This is an optimization exercise on Yosys and OpenROAD, whose aim is small area, not a production implementation.
Only simulation tests tie the RTL to the original design; equivalence was not proved.
Power is estimated from default activity; no workload was simulated.

## red
==> module ex_stage_top, before the edit <==
module ex_stage_top (
    input  logic                  clk,
    input  logic                  rst_n,
    input  logic                  id_valid,
    input  logic [32-1:0]   id_rs1_data,
    input  logic [32-1:0]   id_rs2_data,
    input  logic [32-1:0]   id_imm,
    input  logic [32-1:0]   id_pc,
    input  logic [5-1:0] id_rs1,
    input  logic [5-1:0] id_rs2,
    input  logic [5-1:0] id_rd,
    input  logic [5-1:0] id_alu_ctrl,
    input  logic [1:0]            id_alu_src,
    input  logic [2:0]            id_branch_cond,
    input  logic                  id_branch_valid,
    input  logic [1:0]            id_result_src,
    input  logic                  id_mem_write,
    input  logic                  id_reg_write,
    input  logic [32-1:0]   mem_load_data,
    output logic                  pc_src,
    output logic [32-1:0]   branch_target,
    output logic [32-1:0]   mem_alu_result,
    output logic [32-1:0]   mem_store_data,
    output logic [5-1:0] mem_rd,
    output logic                  mem_write,
    output logic                  mem_reg_write,
    output logic [32-1:0]   wb_result,
    output logic [5-1:0] wb_rd,
    output logic                  wb_reg_write
);
    logic [32-1:0]   ex_alu_result;
    logic [32-1:0]   ex_store_data;
    logic [32-1:0]   ex_pc;
    logic [5-1:0] ex_rd;
    logic [1:0]            ex_result_src;
    logic                  ex_mem_write;
    logic                  ex_reg_write;
    logic [1:0]            mem_result_src;
    logic [32-1:0]   mem_pc_plus4;
    logic                  bubble;
    logic [32-1:0]   wb_next;
    logic                  fwd_mem_a, fwd_wb_a, fwd_mem_b, fwd_wb_b;
    logic [32-1:0]   op_a;
    logic [32-1:0]   op_b;
    logic [32-1:0]   alu_in_1;
    logic [32-1:0]   alu_in_2;
    logic [32-1:0]   alu_result;
    logic                  eq, lt_u, lt_s, taken;
    logic                  is_jalr;
    logic [32-1:0]   target_sum;
    assign bubble = pc_src || !id_valid;
    always_comb begin
        case (mem_result_src)
            rv_ex_pkg::RES_LOAD: wb_next = mem_load_data;
            rv_ex_pkg::RES_PC4:  wb_next = mem_pc_plus4;
            default:             wb_next = mem_alu_result;
        endcase
    end
    assign fwd_mem_a = ex_reg_write && (ex_rd != '0) && (ex_rd == id_rs1);
    assign fwd_mem_b = ex_reg_write && (ex_rd != '0) && (ex_rd == id_rs2);
    assign fwd_wb_a  = mem_reg_write && (mem_rd != '0) && (mem_rd == id_rs1);
    assign fwd_wb_b  = mem_reg_write && (mem_rd != '0) && (mem_rd == id_rs2);
    assign op_a = fwd_mem_a ? ex_alu_result : (fwd_wb_a ? wb_next : id_rs1_data);
    assign op_b = fwd_mem_b ? ex_alu_result : (fwd_wb_b ? wb_next : id_rs2_data);
    assign alu_in_1 = id_alu_src[rv_ex_pkg::ALU_SRC_PC]  ? id_pc  : op_a;
    assign alu_in_2 = id_alu_src[rv_ex_pkg::ALU_SRC_IMM] ? id_imm : op_b;
    alu i_alu (
        .alu_ctrl   (id_alu_ctrl),
        .alu_in_1   (alu_in_1),
        .alu_in_2   (alu_in_2),
        .alu_result (alu_result)
    );
    logic [32-1:0]   cmp_g, cmp_p;
    logic [32:0]     cmp_c;
    logic [32-1:0]   base;
    logic [32-1:0]   tgt_g, tgt_p;
    logic [32:0]     tgt_c;
    logic                  unused_tgt_p_all;
    logic [32-1:0]   ex_pc_plus4;
    assign cmp_g = op_a & ~op_b;
    assign cmp_p = ~(op_a ^ op_b);
    rv_carry_bk #(.W(32)) i_cmp (
        .g     (cmp_g),
        .p     (cmp_p),
        .cin   (1'b1),
        .c     (cmp_c),
        .p_all (eq)
    );
    assign lt_u = ~cmp_c[32];
    assign lt_s = lt_u ^ op_a[32-1] ^ op_b[32-1];
    always_comb begin
        case (id_branch_cond)
            rv_ex_pkg::BR_BEQ:  taken = eq;
            rv_ex_pkg::BR_BNE:  taken = ~eq;
            rv_ex_pkg::BR_BLT:  taken = lt_s;
            rv_ex_pkg::BR_BGE:  taken = ~lt_s;
            rv_ex_pkg::BR_BLTU: taken = lt_u;
            rv_ex_pkg::BR_BGEU: taken = ~lt_u;
            default:            taken = 1'b1;
        endcase
    end
    assign is_jalr = (id_branch_cond == rv_ex_pkg::BR_JALR);
    assign base    = is_jalr ? op_a : id_pc;
    assign tgt_g   = base & id_imm;
    assign tgt_p   = base ^ id_imm;
    rv_carry_bk #(.W(32)) i_tgt (
        .g     (tgt_g),
        .p     (tgt_p),
        .cin   (1'b0),
        .c     (tgt_c),
        .p_all (unused_tgt_p_all)
    );
    assign target_sum = tgt_p ^ tgt_c[32-1:0];
    rv_inc #(.W(32), .LSB(2)) i_pc4 (
        .a (ex_pc),
        .y (ex_pc_plus4)
    );
    always_ff @(posedge clk or negedge rst_n) begin
        if (!rst_n) begin
            pc_src        <= 1'b0;
            ex_mem_write  <= 1'b0;
            ex_reg_write  <= 1'b0;
            mem_write     <= 1'b0;
            mem_reg_write <= 1'b0;
            wb_reg_write  <= 1'b0;
        end else begin
            pc_src        <= id_branch_valid && !bubble && taken;
            ex_mem_write  <= id_mem_write && !bubble;
            ex_reg_write  <= id_reg_write && !bubble;
            mem_write     <= ex_mem_write;
            mem_reg_write <= ex_reg_write;
            wb_reg_write  <= mem_reg_write;
        end
    end
    always_ff @(posedge clk) begin
        ex_alu_result  <= alu_result;
        ex_store_data  <= op_b;
        branch_target  <= {target_sum[32-1:1], target_sum[0] & ~is_jalr};
        ex_pc          <= id_pc;
        ex_rd          <= id_rd;
        ex_result_src  <= id_result_src;
        mem_alu_result <= ex_alu_result;
        mem_store_data <= ex_store_data;
        mem_rd         <= ex_rd;
        mem_result_src <= ex_result_src;
        mem_pc_plus4   <= ex_pc_plus4;
        wb_result      <= wb_next;
        wb_rd          <= mem_rd;
    end
endmodule
Settings: LEC_CHECK=0, CAP_MARGIN=20, CORE_MARGIN=2, CORE_UTILIZATION=40, SETUP_SLACK_MARGIN=0.1, SLEW_MARGIN=20; clock period 7.0 ns.
standard.sh (not shown) runs the stock make flow with config.mk's settings and CLKGATE_MAP_FILE= SYNTH_SCRIPT=/design/flow/synth_recipe.tcl, a recipe that flattens the netlist after the stock synthesis.
==> flow/flow/run.sh <==
#!/bin/bash
# Standard synthesis, then an area-oriented re-map of its combinational
# logic, then the standard layout with single-size port buffers and no CTS
# dummy loads. Each tool's output goes to a log file in this folder.
set -euo pipefail
W=$(pwd)
R=$W/orfs/results/$FLOW_PLATFORM/ex_stage_top/base
export BUFFER_PORTS_ARGS="-buffer_cell sky130_fd_sc_hd__buf_1"
export CTS_ARGS="-sink_clustering_enable -repair_clock_nets -dont_use_dummy_load -buf_list sky130_fd_sc_hd__clkbuf_8 -root_buf sky130_fd_sc_hd__clkbuf_8 -sink_clustering_size 12 -sink_clustering_max_diameter 60"

bash standard.sh synth > synth.log 2>&1
cp "$R/1_2_yosys.v" "$W/1_2_yosys.standard.v"

TOP=$FLOW_TOP IN_V="$W/1_2_yosys.standard.v" OUT_V="$W/1_2_yosys.remap.v" \
    ABCS="$W/flow/remap.abc" REMAP_RPT="$W/remap_stat" \
    REMAP_PLATFORM_CFG="$FLOW_HOME/platforms/sky130hd/config.mk" \
    REMAP_LIB="$FLOW_HOME/platforms/sky130hd/lib/sky130_fd_sc_hd__tt_025C_1v80.lib" \
    yosys -c "$W/flow/remap.tcl" > remap.log 2>&1

cp "$W/1_2_yosys.remap.v" "$R/1_2_yosys.v"
rm -f "$R/1_synth.odb" "$R/1_synth.sdc"
bash standard.sh > layout.log 2>&1
==> flow/flow/remap.abc <==
strash
dc2
balance
rewrite
refactor
balance
rewrite
rewrite -z
balance
refactor -z
rewrite -z
balance
dch -f
map -D 4000
topo
buffer -c
upsize -D 4000
dnsize -D 4000
strash
dch -f
map -D 4000
topo
buffer -c
upsize -D 4000
dnsize -D 4000
==> flow/flow/remap.tcl <==
# Re-map the combinational logic of the standard synthesis netlist for area.
# The flip-flops and tie cells stay as they are, with their names.
set lib $::env(REMAP_LIB)
yosys read_liberty -ignore_miss_func $lib
yosys read_verilog $::env(IN_V)
yosys hierarchy -top $::env(TOP)
foreach c {dfxtp_1 dfrtp_1 dfstp_1 dfxtp_2 dfrtp_2 dfxtp_4 dfrtp_4 conb_1} {
    if {![catch {yosys select -module sky130_fd_sc_hd__$c}]} {
        yosys select -clear
        yosys blackbox sky130_fd_sc_hd__$c
    }
}
yosys flatten
yosys opt_clean -purge
yosys tee -o $::env(REMAP_RPT).before stat -liberty $lib
# The platform's don't-use cells, from its config.mk
set fh [open $::env(REMAP_PLATFORM_CFG) r]
set cfg [read $fh]
close $fh
set dont_use {}
foreach w [regexp -all -inline {sky130_fd_sc_hd__\S+} [lindex [regexp -inline {DONT_USE_CELLS \+=[^#]*} $cfg] 0]] {
    lappend dont_use -dont_use $w
}
puts "remap: [expr {[llength $dont_use] / 2}] dont_use cells"
yosys abc -liberty $lib -script $::env(ABCS) {*}$dont_use
yosys opt_clean -purge
yosys tee -o $::env(REMAP_RPT).after stat -liberty $lib
yosys write_verilog -noattr -nohex -nodec $::env(OUT_V)
red: done, clean on timing, DRC and antenna
Input changes introduced in blue (baseline for comparison: red):
--- a/flow/design.v
+++ b/flow/design.v
@@ -201,19 +201,28 @@
     logic                  is_jalr;
     logic [32-1:0]   target_sum;
     assign bubble = pc_src || !id_valid;
-    always_comb begin
-        case (mem_result_src)
-            rv_ex_pkg::RES_LOAD: wb_next = mem_load_data;
-            rv_ex_pkg::RES_PC4:  wb_next = mem_pc_plus4;
-            default:             wb_next = mem_alu_result;
-        endcase
-    end
+    logic wb_sel_load, wb_sel_pc4, wb_sel_alu;
+    assign wb_sel_load = (mem_result_src == rv_ex_pkg::RES_LOAD);
+    assign wb_sel_pc4  = (mem_result_src == rv_ex_pkg::RES_PC4);
+    assign wb_sel_alu  = !wb_sel_load && !wb_sel_pc4;
+    assign wb_next     = ({32{wb_sel_load}} & mem_load_data) |
+                         ({32{wb_sel_pc4}} & mem_pc_plus4) |
+                         ({32{wb_sel_alu}} & mem_alu_result);
     assign fwd_mem_a = ex_reg_write && (ex_rd != '0) && (ex_rd == id_rs1);
     assign fwd_mem_b = ex_reg_write && (ex_rd != '0) && (ex_rd == id_rs2);
     assign fwd_wb_a  = mem_reg_write && (mem_rd != '0) && (mem_rd == id_rs1);
     assign fwd_wb_b  = mem_reg_write && (mem_rd != '0) && (mem_rd == id_rs2);
-    assign op_a = fwd_mem_a ? ex_alu_result : (fwd_wb_a ? wb_next : id_rs1_data);
-    assign op_b = fwd_mem_b ? ex_alu_result : (fwd_wb_b ? wb_next : id_rs2_data);
+    logic sel_mem_a, sel_wb_a, sel_reg_a, sel_mem_b, sel_wb_b, sel_reg_b;
+    assign sel_mem_a = fwd_mem_a;
+    assign sel_wb_a  = !fwd_mem_a && fwd_wb_a;
+    assign sel_reg_a = !fwd_mem_a && !fwd_wb_a;
+    assign sel_mem_b = fwd_mem_b;
+    assign sel_wb_b  = !fwd_mem_b && fwd_wb_b;
+    assign sel_reg_b = !fwd_mem_b && !fwd_wb_b;
+    assign op_a = ({32{sel_mem_a}} & ex_alu_result) | ({32{sel_wb_a}} & wb_next) |
+                  ({32{sel_reg_a}} & id_rs1_data);
+    assign op_b = ({32{sel_mem_b}} & ex_alu_result) | ({32{sel_wb_b}} & wb_next) |
+                  ({32{sel_reg_b}} & id_rs2_data);
     assign alu_in_1 = id_alu_src[rv_ex_pkg::ALU_SRC_PC]  ? id_pc  : op_a;
     assign alu_in_2 = id_alu_src[rv_ex_pkg::ALU_SRC_IMM] ? id_imm : op_b;
     alu i_alu (
- On cell-internal power, red loses to blue.
- Highest ir drop seen on vdd delta (blue − red): unfavourable
- Sequential-cell power consumption: red vs blue — no meaningful difference
- blue has part of the power in the clock network below what red had.
- blue against red: final non-filler cell area has decreased; worst-case setup margin in the final layout has increased.

port drivers added, routing unchanged:
No port has a modelled driver above. Below, the same layouts with a new extraction and two added sets of constraints. Step 1 (the two cells are an assumption about what drives the block):
set clk [get_ports {clk}]
set_driving_cell -lib_cell sky130_fd_sc_hd__clkbuf_16 $clk
set_driving_cell -lib_cell sky130_fd_sc_hd__buf_2 [delete_from_list [all_inputs] $clk]
Step 2 moves the port delays by t, midway between the first and last clock arrival at a register: inputs arrive t later, outputs are due t later. That takes back most of the time a late clock gives input paths. Slacks: ideal / step 1 / step 2; pairs: ideal / step 1.
| run | t (ns) | slack for setup (ns) | clock arrival spread, ns | worst slew at a driven data input, ns | cell pins on the clock port's net |
|---|---|---|---|---|---|
| red | 0.641 | 0.764 / 0.785 / 0.144 | 0.063 / 0.062 | 0.07 | 1 |
| blue | 0.638 | 0.848 / 0.881 / 0.243 | 0.066 / 0.066 | 0.06 | 1 |
After both steps setup and hold are still met in every run listed. For red, which loses most, drivers alone change the setup slack by +0.021 ns; drivers and shift together by -0.620 ns.
